Source: an optimization exercise on an open RTL-to-GDS flow (aim: small area). Production flows keep margins and buffers that such runs may drop.
Only simulation tests tie the RTL to the original design; equivalence was not proved.
Power figures rest on the tool's default switching activity, not on a simulated workload.

==> run a: inputs <==
==> flow/design.v (excerpt) <==
module frog_game (
    input  wire logic        clk,
    input  wire logic        rst,             
    input  wire logic [3:0]  keys,            
    input  wire logic        pix_req_valid,
    input  wire logic [9:0]  pix_req_x,
    input  wire logic [9:0]  pix_req_y,
    output logic             pix_resp_valid,
    output logic [23:0]      pix_resp_color,
    output logic             win,
    output logic             game_over
);
==> module frog_control, before the edit <==
module frog_control #(
    parameter int FROG_PERIOD = 3
) (
    input  wire logic       clk,
    input  wire logic       rst,
    input  wire logic [3:0] keys,      
    output logic [9:0]      fx,
    output logic [8:0]      fy,
    output logic            win
);
    localparam int TW = $clog2(FROG_PERIOD + 1);
    logic [TW-1:0] timer;
    logic          step;
    logic          go_left, go_right, go_up, go_down;
    assign step = (timer == TW'(FROG_PERIOD));
    assign go_right = keys[0] && frog_pkg::le_k(11'(fx), 11'd619);
    assign go_left  = keys[1] && frog_pkg::ge_k(11'(fx), 11'd21);
    assign go_down  = keys[2] && frog_pkg::le_k(11'(fy), 11'd459);
    assign go_up    = keys[3] && frog_pkg::ge_k(11'(fy), 11'd6);
    always_ff @(posedge clk or negedge rst) begin
        if (!rst) begin
            timer <= '0;
            fx <= 10'd320;
            fy <= 9'd451;
        end else if (!win) begin
            if (step) begin
                timer <= '0;
                if (go_right) begin
                    fx <= fx + 10'd1;
                end else if (go_left) begin
                    fx <= fx - 10'd1;
                end
                if (go_down) begin
                    fy <= fy + 9'd1;
                end else if (go_up) begin
                    fy <= fy - 9'd1;
                end
            end else begin
                timer <= timer + 1'b1;
            end
        end
    end
    always_ff @(posedge clk or negedge rst) begin
        if (!rst) begin
            win <= 1'b0;
        end else begin
            win <= frog_pkg::le_k(11'(fy), 11'd30);
        end
    end
endmodule
==> module pixel_painter, before the edit <==
module pixel_painter (
    input  wire logic        clk,
    input  wire logic        rst,
    input  wire logic        req_valid,
    input  wire logic [9:0]  req_x,
    input  wire logic [9:0]  req_y,
    input  wire logic [9:0]  b,
    input  wire logic        first9,
    input  wire logic [9:0]  fx,
    input  wire logic [8:0]  fy,
    input  wire logic        win,
    input  wire logic        game_over,
    output logic             resp_valid,
    output logic [23:0]      resp_color
);
    logic [10:0] db;
    assign db = {1'b0, req_x} + {1'b0, b};    
    logic [3:0]  bg;
    logic        frog_hit;
    logic        car_hit;
    logic [3:0]  car_cls;
    logic [10:0] xd;
    logic [10:0] yd;
    always_comb begin
        bg = frog_pkg::C_MEDIAN;
        if (frog_pkg::le_k(11'(req_y), 11'd35)) begin
            bg = frog_pkg::C_SKY;
        end
        for (int n = 0; n < frog_pkg::NUM_LANES; n++) begin
            if (frog_pkg::in_k(11'(req_y), 11'(frog_pkg::road_top(n) + 10'd1), 11'(frog_pkg::road_bot(n)))) begin
                bg = frog_pkg::C_ROAD;
            end
        end
    end
    assign xd = {1'b0, req_x} - {1'b0, fx};
    assign yd = {1'b0, req_y} - {2'b0, fy};
    assign frog_hit = frog_pkg::le_k(xd, 11'd14) && frog_pkg::le_k(yd, 11'd14);
    always_comb begin
        car_hit = 1'b0;
        car_cls = '0;
        for (int i = 0; i < frog_pkg::NUM_CARS; i++) begin
            if (frog_pkg::in_k(11'(req_y), 11'(frog_pkg::lane_y(i/2)), 11'(frog_pkg::lane_y(i/2) + 10'd19)) &&
                frog_pkg::car_xhit(db, b, first9, i)) begin
                car_hit = 1'b1;
                car_cls = frog_pkg::car_class(i);
            end
        end
    end
    logic [3:0] cls;
    always_comb begin
        if (game_over)     cls = frog_pkg::C_RED;
        else if (win)      cls = frog_pkg::C_GREEN;
        else if (frog_hit) cls = frog_pkg::C_FROG;
        else if (car_hit)  cls = car_cls;
        else               cls = bg;
    end
    logic       s1_valid;
    logic [3:0] s1_cls;
    logic [3:0] s2_cls;
    always_ff @(posedge clk or negedge rst) begin
        if (!rst) begin
            s1_valid <= 1'b0;
            resp_valid <= 1'b0;
        end else begin
            s1_valid <= req_valid;
            resp_valid <= s1_valid;
        end
    end
    always_ff @(posedge clk) begin
        s1_cls <= cls;
        s2_cls <= s1_cls;
    end
    assign resp_color = frog_pkg::class_color(s2_cls);
endmodule
clock: 6.0 ns
lec_check: 0
cap_margin: 20
core_margin: 2
core_utilization: 40
place_density: 0.6
slew_margin: 20
standard.sh (not shown) runs the stock make flow with config.mk's settings and CLKGATE_MAP_FILE= SYNTH_SCRIPT=/design/flow/synth_recipe.tcl, a recipe that flattens the netlist after the stock synthesis.
==> flow/flow/run.sh <==
#!/bin/bash
# Standard ORFS synthesis, then the combinational logic re-mapped by ABC for area
# (flip-flops kept as they are: same instances, names and cell types), then the
# standard ORFS layout from that netlist with a few layout settings changed.
set -euo pipefail
HERE=$(pwd)
RES=$HERE/orfs/results/$FLOW_PLATFORM/frog_game/base
LIB=$FLOW_HOME/platforms/sky130hd/lib/sky130_fd_sc_hd__tt_025C_1v80.lib

bash standard.sh synth > synth_standard.log 2>&1

# the same dont_use list the standard synthesis gave ABC
DU=$(grep -o -- "-dont_use [A-Za-z0-9_]*" orfs/logs/$FLOW_PLATFORM/frog_game/base/1_2_yosys.log | sort -u | tr '\n' ' ')
cp $RES/1_2_yosys.v $HERE/netlist_standard.v

# ABC area mapping from a few random seeds of its AIG optimisation; keep the smallest
remap() {
  local s=$1
  sed "s/SEED/$s/" $HERE/flow/area.abc > $HERE/area_$s.abc
  cat > $HERE/remap_$s.ys <<EOT
read_liberty -ignore_miss_func $LIB
read_verilog $HERE/netlist_standard.v
hierarchy -top $FLOW_TOP
blackbox sky130_fd_sc_hd__df*
flatten
opt_clean -purge
abc -liberty $LIB $DU -script $HERE/area_$s.abc -D 6000
opt_clean -purge
hilomap -singleton -hicell sky130_fd_sc_hd__conb_1 HI -locell sky130_fd_sc_hd__conb_1 LO
opt_clean -purge
blackbox sky130_fd_sc_hd__*
tee -o $HERE/remap_$s.stat stat -liberty $LIB
write_verilog -noattr -nohex -nodec $HERE/netlist_remap_$s.v
EOT
  yosys -l $HERE/remap_yosys_$s.log -q $HERE/remap_$s.ys > /dev/null 2>&1
}
for s in 1 2 3 4; do remap $s & done
wait
best=""; besta=""
for s in 1 2 3 4; do
  a=$(grep "Chip area" $HERE/remap_$s.stat | awk '{print $NF}')
  echo "seed $s: $a" >> $HERE/remap_choice.log
  if [[ -z "$best" ]] || awk "BEGIN{exit !($a < $besta)}"; then best=$s; besta=$a; fi
done
echo "chosen seed $best: $besta" >> $HERE/remap_choice.log
cp $HERE/netlist_remap_$best.v $RES/1_2_yosys.v
rm -f $RES/1_synth.odb $RES/1_synth.sdc

# Port buffers on every port as the standard flow places them, but with the
# smallest buffer cell; clock tree from small clock buffers without dummy loads.
source $HERE/flow/settings.sh
bash standard.sh "BUFFER_PORTS_ARGS=-buffer_cell sky130_fd_sc_hd__buf_1" "CTS_ARGS=$CTS" "${EXTRA[@]}" finish > layout_standard.log 2>&1
==> flow/flow/area.abc <==
strash
&get -n
&deepsyn -T 40 -S SEED
&put
dch -f
amap -m
topo
==> flow/flow/settings.sh <==
CTS="-sink_clustering_enable -repair_clock_nets -dont_use_dummy_load -buf_list {sky130_fd_sc_hd__clkbuf_4 sky130_fd_sc_hd__clkbuf_8} -root_buf sky130_fd_sc_hd__clkbuf_8"
EXTRA=(GPL_TIMING_DRIVEN=0 CORE_UTILIZATION=55 PLACE_DENSITY=0.7)
==> inputs of run b, as changes to run a <==
--- a/flow/design.v
+++ b/flow/design.v
@@ -16,4 +16,12 @@
         in_k = ge_k(x, lo) && le_k(x, hi);
     endfunction
+    function automatic logic in_win15(input logic [9:0] p, input logic [9:0] q);
+        logic [5:0] qh1;
+        logic       same, next;
+        qh1 = q[9:4] + 6'd1;
+        same = (p[9:4] == q[9:4]) && (p[3:0] >= q[3:0]) && !(p[3:0] == 4'd15 && q[3:0] == 4'd0);
+        next = (p[9:4] == qh1) && ({1'b0, p[3:0]} + 5'd2 <= {1'b0, q[3:0]});
+        in_win15 = same || next;
+    endfunction
     localparam int NUM_CARS = 10;
     localparam int NUM_LANES = 5;
@@ -130,8 +138,8 @@
     logic          go_left, go_right, go_up, go_down;
     assign step = (timer == TW'(FROG_PERIOD));
-    assign go_right = keys[0] && frog_pkg::le_k(11'(fx), 11'd619);
-    assign go_left  = keys[1] && frog_pkg::ge_k(11'(fx), 11'd21);
-    assign go_down  = keys[2] && frog_pkg::le_k(11'(fy), 11'd459);
-    assign go_up    = keys[3] && frog_pkg::ge_k(11'(fy), 11'd6);
+    assign go_right = keys[0] && (fx != 10'd620);
+    assign go_left  = keys[1] && (fx != 10'd20);
+    assign go_down  = keys[2] && (fy != 9'd460);
+    assign go_up    = keys[3] && (fy != 9'd5);
     always_ff @(posedge clk or negedge rst) begin
         if (!rst) begin
@@ -221,6 +229,4 @@
     logic        car_hit;
     logic [3:0]  car_cls;
-    logic [10:0] xd;
-    logic [10:0] yd;
     always_comb begin
         bg = frog_pkg::C_MEDIAN;
@@ -234,7 +240,5 @@
         end
     end
-    assign xd = {1'b0, req_x} - {1'b0, fx};
-    assign yd = {1'b0, req_y} - {2'b0, fy};
-    assign frog_hit = frog_pkg::le_k(xd, 11'd14) && frog_pkg::le_k(yd, 11'd14);
+    assign frog_hit = frog_pkg::in_win15(req_x, fx) && frog_pkg::in_win15(req_y, {1'b0, fy});
     always_comb begin
         car_hit = 1'b0;
--- a/flow/flow/run.sh
+++ b/flow/flow/run.sh
@@ -37,6 +37,8 @@
 for s in 1 2 3 4; do remap $s & done
 wait
+for s in 5 6 7 8; do remap $s & done
+wait
 best=""; besta=""
-for s in 1 2 3 4; do
+for s in 1 2 3 4 5 6 7 8; do
   a=$(grep "Chip area" $HERE/remap_$s.stat | awk '{print $NF}')
   echo "seed $s: $a" >> $HERE/remap_choice.log
==> summary of the runs <==
Non-clock buffer count is the same in run b and run a.
Between run a and run b, the lower first-iteration DRC count is in run a (gap about 14%, measured against run b).
In die area, run b and run a hardly differ.
Of run b and run a, run b has the higher clock skew (gap 4.5 ps).
In clock power, run a and run b hardly differ.
Of run b and run a, run a has the higher final cell count (gap about 1%, measured against run a).
In final area, run b and run a hardly differ.
Between run a and run b, the lower worst hold slack is in run b (gap 1.4 ps).
Against run b, the total power of run a is lower by about 23%.

## what the ideal ports hide
In the flow no input, the clock included, has a driving cell. The finished layouts below were timed again as built, in two steps. Step 1 (the two cells are an assumption about what drives the block):
set clk [get_ports {clk}]
set_driving_cell -lib_cell sky130_fd_sc_hd__clkbuf_16 $clk
set_driving_cell -lib_cell sky130_fd_sc_hd__buf_2 [delete_from_list [all_inputs] $clk]
Step 2 times the ports against the registers' clock, not the clock port: input delays grow and output delays shrink by t, the midpoint of the rising clock arrivals with the driver on. Three values: ideal ports, drivers, drivers and shift; two values: the first two.
run	t, ns	slack for setup (ns)	worst register clock-pin slew, ns	worst data-port slew with drivers (ns)	pins driven straight from the clock port
run a	0.333	0.562 / 0.574 / 0.241	0.10 / 0.10	0.03	1
run b	0.328	0.650 / 0.662 / 0.334	0.10 / 0.10	0.03	1
After both steps every run listed still meets setup and hold. For run a, which loses most, drivers alone change the setup slack by +0.012 ns; drivers and shift together by -0.321 ns.
